Background: an optimization exercise with open tools, aiming at small area, a short achievable clock period and few clock cycles per item. Do not read the settings as production practice. Only simulation tests tie the RTL to the original design; equivalence was not proved.

==> build 26 <==
## nlc_top
module nlc_top
(
	input logic clk,
	input logic rst,
	input logic req,
	output logic ack,
	input logic [nlc_pkg::NUM_CH*nlc_pkg::ADC_W-1:0] x_adc,
	input logic [nlc_pkg::NUM_CH*256-1:0] ch_params,
	output logic [nlc_pkg::NUM_CH*nlc_pkg::ADC_W-1:0] x_lin
);
Settings: LEC_CHECK=0, ABC_AREA=1, CAP_MARGIN=20, CORE_MARGIN=2, CORE_UTILIZATION=40, SLEW_MARGIN=20; clock period 10.0 ns.
run.sh (not shown) runs the stock make flow with config.mk's settings and CLKGATE_MAP_FILE= SYNTH_SCRIPT=/design/flow/synth_recipe.tcl, a recipe that flattens the netlist after the stock synthesis.
==> inputs of build 35, as changes to build 26 <==
--- a/flow/design.v
+++ b/flow/design.v
@@ -17,15 +17,15 @@
 		to_adc = s;
 	endfunction
 endpackage
 `timescale 1ns/1ps
 module fx_mac
 (
 	input logic clk,
-	input logic [31:0] a,
+	input logic [31:0] a_next,
 	input logic [31:0] b,
 	input logic [31:0] c,
 	output logic [31:0] out
 );
 	logic [32:0] abit;
 	logic [15:0] bone, btwo, bneg;
 	logic [33:0] bx;
@@ -1217,24 +1217,30 @@
 	logic r1_c51_2;
 	logic r1_c51_3;
 	logic r1_c52_0;
 	logic r1_c52_1;
 	logic r1_c52_2;
 	logic r1_c52_3;
 	logic [52:0] sa, sb, sum;
-	assign abit = {a, 1'b0};
+	logic [15:0] bone_d, btwo_d, bneg_d;
+	assign abit = {a_next, 1'b0};
 	assign bx = {b[31], b, 1'b0};
 	genvar gi, gj;
 	generate
 		for (gi = 0; gi < 16; gi++) begin : g_booth
-			assign bone[gi] = abit[2*gi+1] ^ abit[2*gi];
-			assign btwo[gi] = (abit[2*gi+2] & ~abit[2*gi+1] & ~abit[2*gi]) | (~abit[2*gi+2] & abit[2*gi+1] & abit[2*gi]);
-			assign bneg[gi] = abit[2*gi+2];
+			assign bone_d[gi] = abit[2*gi+1] ^ abit[2*gi];
+			assign btwo_d[gi] = (abit[2*gi+2] & ~abit[2*gi+1] & ~abit[2*gi]) | (~abit[2*gi+2] & abit[2*gi+1] & abit[2*gi]);
+			assign bneg_d[gi] = abit[2*gi+2];
 		end
 	endgenerate
+	always_ff @(posedge clk) begin
+		bone <= bone_d;
+		btwo <= btwo_d;
+		bneg <= bneg_d;
+	end
 	assign pp0 = ({33{bone[0]}} & bx[33:1] | {33{btwo[0]}} & bx[32:0]) ^ {33{bneg[0]}};
 	assign pp1 = ({33{bone[1]}} & bx[33:1] | {33{btwo[1]}} & bx[32:0]) ^ {33{bneg[1]}};
 	assign pp2 = ({33{bone[2]}} & bx[33:1] | {33{btwo[2]}} & bx[32:0]) ^ {33{bneg[2]}};
 	assign pp3 = ({33{bone[3]}} & bx[33:1] | {33{btwo[3]}} & bx[32:0]) ^ {33{bneg[3]}};
 	assign pp4 = ({33{bone[4]}} & bx[33:1] | {33{btwo[4]}} & bx[32:0]) ^ {33{bneg[4]}};
 	assign pp5 = ({33{bone[5]}} & bx[33:1] | {33{btwo[5]}} & bx[32:0]) ^ {33{bneg[5]}};
 	assign pp6 = ({33{bone[6]}} & bx[33:1] | {33{btwo[6]}} & bx[32:0]) ^ {33{bneg[6]}};
@@ -2434,55 +2440,69 @@
 (
 	input logic clk,
 	input logic rst,
 	input logic [3:0] wr_en,
 	input logic [31:0] result,
 	output logic [nlc_pkg::NUM_CH*nlc_pkg::ADC_W-1:0] x_lin
 );
-	logic [nlc_pkg::ADC_W-1:0] sample;
-	assign sample = nlc_pkg::to_adc(result);
+	logic [nlc_pkg::NUM_CH-1:0][nlc_pkg::ADC_W-1:0] low;
+	logic [nlc_pkg::NUM_CH-1:0] neg;
+	logic [nlc_pkg::NUM_CH-1:0] ovf;
 	genvar i;
 	generate
 		for (i = 0; i < nlc_pkg::NUM_CH; i++) begin : g_ch
 			always_ff @(posedge clk) begin
 				if (rst) begin
-					x_lin[i*nlc_pkg::ADC_W +: nlc_pkg::ADC_W] <= '0;
+					low[i] <= '0;
+					neg[i] <= 1'b0;
+					ovf[i] <= 1'b0;
 				end else if (wr_en[i]) begin
-					x_lin[i*nlc_pkg::ADC_W +: nlc_pkg::ADC_W] <= sample;
+					low[i] <= result[nlc_pkg::ADC_W-1:0];
+					neg[i] <= result[31];
+					ovf[i] <= |result[30:nlc_pkg::FRAC_BITS];
 				end
 			end
+			assign x_lin[i*nlc_pkg::ADC_W +: nlc_pkg::ADC_W] = {nlc_pkg::ADC_W{!neg[i]}} & ({nlc_pkg::ADC_W{ovf[i]}} | low[i]);
 		end
 	endgenerate
 endmodule
 `timescale 1ns/1ps
 module nlc_control
 (
 	input logic clk,
 	input logic rst,
 	input logic req,
 	output logic ack,
 	input logic [nlc_pkg::NUM_CH*nlc_pkg::ADC_W-1:0] x_adc,
 	input logic [nlc_pkg::NUM_CH*256-1:0] ch_params,
 	input logic [31:0] out,
-	output logic [31:0] op_a,
+	output logic [31:0] a_next,
 	output logic [31:0] op_b,
 	output logic [31:0] op_c,
 	output logic [3:0] store_en
 );
 	logic busy;
 	logic [4:0] cnt;
-	logic [2:0] ld_step;
-	logic [1:0] ld_ch;
-	logic [1:0] x_ch;
+	logic pair;
+	logic par;
+	logic [5:0] step;
+	logic [3:0] sel_rs;
+	logic [3:0][4:0] sel_cf;
+	logic sel_b_out;
+	logic sel_a_out;
+	logic [3:0] sel_nm;
+	logic [3:0] sel_c5;
 	logic [31:0] b_other;
 	logic [20:0] x_r;
-	logic [31:0] nm_r;
+	logic [31:0] w_r;
 	logic [31:0] acc;
-	logic [255:0] prm;
-	logic [255:0] prm_x;
+	logic [31:0] b_next;
+	logic [31:0] c_next;
+	logic [31:0] w_next;
+	logic [20:0] x_next;
 	always_ff @(posedge clk) begin
 		if (rst) begin
 			busy <= 1'b0;
 			cnt <= '0;
 			ack <= 1'b0;
 		end else if (busy) begin
 			cnt <= cnt + 1'b1;
@@ -2495,69 +2515,78 @@
 				ack <= 1'b0;
 			end
 		end else if (req) begin
 			busy <= 1'b1;
 			cnt <= '0;
 		end
 	end
+	always_ff @(posedge clk) begin
+		if (!busy) begin
+			pair <= 1'b0;
+			par <= 1'b0;
+			step <= 6'b000001;
+		end else begin
+			par <= !par;
+			if (par) begin
+				step <= {step[4:0], step[5]};
+				if (step[5]) begin
+					pair <= 1'b1;
+				end
+			end
+		end
+	end
 	always_comb begin
-		logic [4:0] r;
-		r = (cnt >= 5'd12) ? cnt - 5'd12 : cnt;
-		ld_step = r[3:1];
-		ld_ch = {cnt >= 5'd12, cnt[0]};
+		sel_rs = '0;
+		sel_cf = '0;
+		sel_nm = '0;
+		sel_c5 = '0;
+		sel_b_out = busy && step[1];
+		sel_a_out = busy && (|step[5:2]);
 		if (!busy) begin
-			x_ch = 2'd0;
-		end else if (cnt == 5'd0) begin
-			x_ch = 2'd1;
-		end else if (cnt < 5'd12) begin
-			x_ch = 2'd2;
+			sel_nm[0] = 1'b1;
 		end else begin
-			x_ch = 2'd3;
+			sel_rs[{pair, par}] = step[0];
+			for (int k = 0; k < 5; k++) begin
+				sel_cf[{pair, par}][k] = step[5 - k];
+			end
+			sel_nm[{pair, 1'b1}] = step[0] && !par;
+			sel_nm[2] = sel_nm[2] || (step[5] && par && !pair);
+			sel_c5[{pair, 1'b0}] = step[0] && par;
+			sel_c5[{pair, 1'b1}] = step[1] && !par;
+		end
+	end
+	always_comb begin
+		b_next = '0;
+		c_next = '0;
+		w_next = '0;
+		x_next = '0;
+		for (int i = 0; i < nlc_pkg::NUM_CH; i++) begin
+			b_next |= {32{sel_rs[i]}} & ch_params[256*i + 192 +: 32];
+			for (int k = 0; k < 5; k++) begin
+				c_next |= {32{sel_cf[i][k]}} & ch_params[256*i + 32*k +: 32];
+			end
+			w_next |= {32{sel_nm[i]}} & ch_params[256*i + 224 +: 32];
+			w_next |= {32{sel_c5[i]}} & ch_params[256*i + 160 +: 32];
+			x_next |= {21{sel_nm[i]}} & x_adc[21*i +: 21];
+		end
+		if (sel_b_out) begin
+			b_next = out;
+		end else if (!(|sel_rs)) begin
+			b_next = b_other;
 		end
 	end
-	assign prm = ch_params[ld_ch*256 +: 256];
-	assign prm_x = ch_params[x_ch*256 +: 256];
 	always_ff @(posedge clk) begin
-		x_r <= x_adc[x_ch*nlc_pkg::ADC_W +: nlc_pkg::ADC_W];
-		nm_r <= prm_x[255:224];
+		x_r <= x_next;
+		w_r <= w_next;
 	end
-	assign acc = nm_r + {11'd0, x_r};
+	assign acc = w_r + {11'd0, x_r};
+	assign a_next = sel_a_out ? out : acc;
 	always_ff @(posedge clk) begin
-		case (ld_step)
-			3'd0: begin
-				op_a <= acc;
-				op_b <= prm[223:192];
-				op_c <= '0;
-			end
-			3'd1: begin
-				op_a <= prm[5*32 +: 32];
-				op_b <= out;
-				op_c <= prm[4*32 +: 32];
-			end
-			3'd2: begin
-				op_a <= out;
-				op_b <= b_other;
-				op_c <= prm[3*32 +: 32];
-			end
-			3'd3: begin
-				op_a <= out;
-				op_b <= b_other;
-				op_c <= prm[2*32 +: 32];
-			end
-			3'd4: begin
-				op_a <= out;
-				op_b <= b_other;
-				op_c <= prm[1*32 +: 32];
-			end
-			default: begin
-				op_a <= out;
-				op_b <= b_other;
-				op_c <= prm[0*32 +: 32];
-			end
-		endcase
+		op_b <= b_next;
+		op_c <= c_next;
 		b_other <= op_b;
 	end
 	always_comb begin
 		store_en = '0;
 		if (busy) begin
 			case (cnt)
 				5'd12: store_en = 4'b0001;
@@ -2576,35 +2605,35 @@
 	input logic rst,
 	input logic req,
 	output logic ack,
 	input logic [nlc_pkg::NUM_CH*nlc_pkg::ADC_W-1:0] x_adc,
 	input logic [nlc_pkg::NUM_CH*256-1:0] ch_params,
 	output logic [nlc_pkg::NUM_CH*nlc_pkg::ADC_W-1:0] x_lin
 );
-	logic [31:0] op_a;
+	logic [31:0] a_next;
 	logic [31:0] op_b;
 	logic [31:0] op_c;
 	logic [31:0] out;
 	logic [3:0] store_en;
 	nlc_control u_control (
 		.clk (clk),
 		.rst (rst),
 		.req (req),
 		.ack (ack),
 		.x_adc (x_adc),
 		.ch_params (ch_params),
 		.out (out),
-		.op_a (op_a),
+		.a_next (a_next),
 		.op_b (op_b),
 		.op_c (op_c),
 		.store_en (store_en)
 	);
 	fx_mac u_mac (
 		.clk (clk),
-		.a (op_a),
+		.a_next (a_next),
 		.b (op_b),
 		.c (op_c),
 		.out (out)
 	);
 	result_store u_store (
 		.clk (clk),
 		.rst (rst),
- ABC_AREA: 1 -> 0
- CAP_MARGIN: 20 -> 30
- CORE_UTILIZATION: 40 -> 55
- SETUP_SLACK_MARGIN: not set -> 5
- SLEW_MARGIN: 20 -> 30
==> summary of the runs <==
Build 35 ended with an error in I/O pin placement (3_2_place_iop). Build 26 produced a layout that fails on capacitance limit, slew limit.
In build 26 the synthesized cell count is higher than in build 35, by 33%.
Synthesized area: build 35 is smaller than build 26 (about 6%).
Testbench counts of build 26, summed over its fixed seeds: cycles 8,960, frames 320.
Testbench counts of build 35, summed over its fixed seeds: cycles 8,960, frames 320.

[port drivers added, routing unchanged]
Ports are ideal in the flow. The routed layout listed here was re-timed in OpenROAD. Step 1, drivers: a clkbuf_16 drives clk and a buf_2 each remaining input, both assumed. Step 2 also shifts input and output timing later by t, the mid clock arrival at the registers, as if the neighbouring blocks saw the same clock. a / b / c = no drivers / after step 1 / after step 2; a / b = the first two.
run: build 26
shift t [ns]: 0.744
slack for setup (ns): 3.988 / 3.988 / 3.988
hold WS [ns]: 0.362 / 0.362 / 0.362
For build 26, drivers alone change the setup slack by 0.000 ns; drivers and shift together by 0.000 ns.
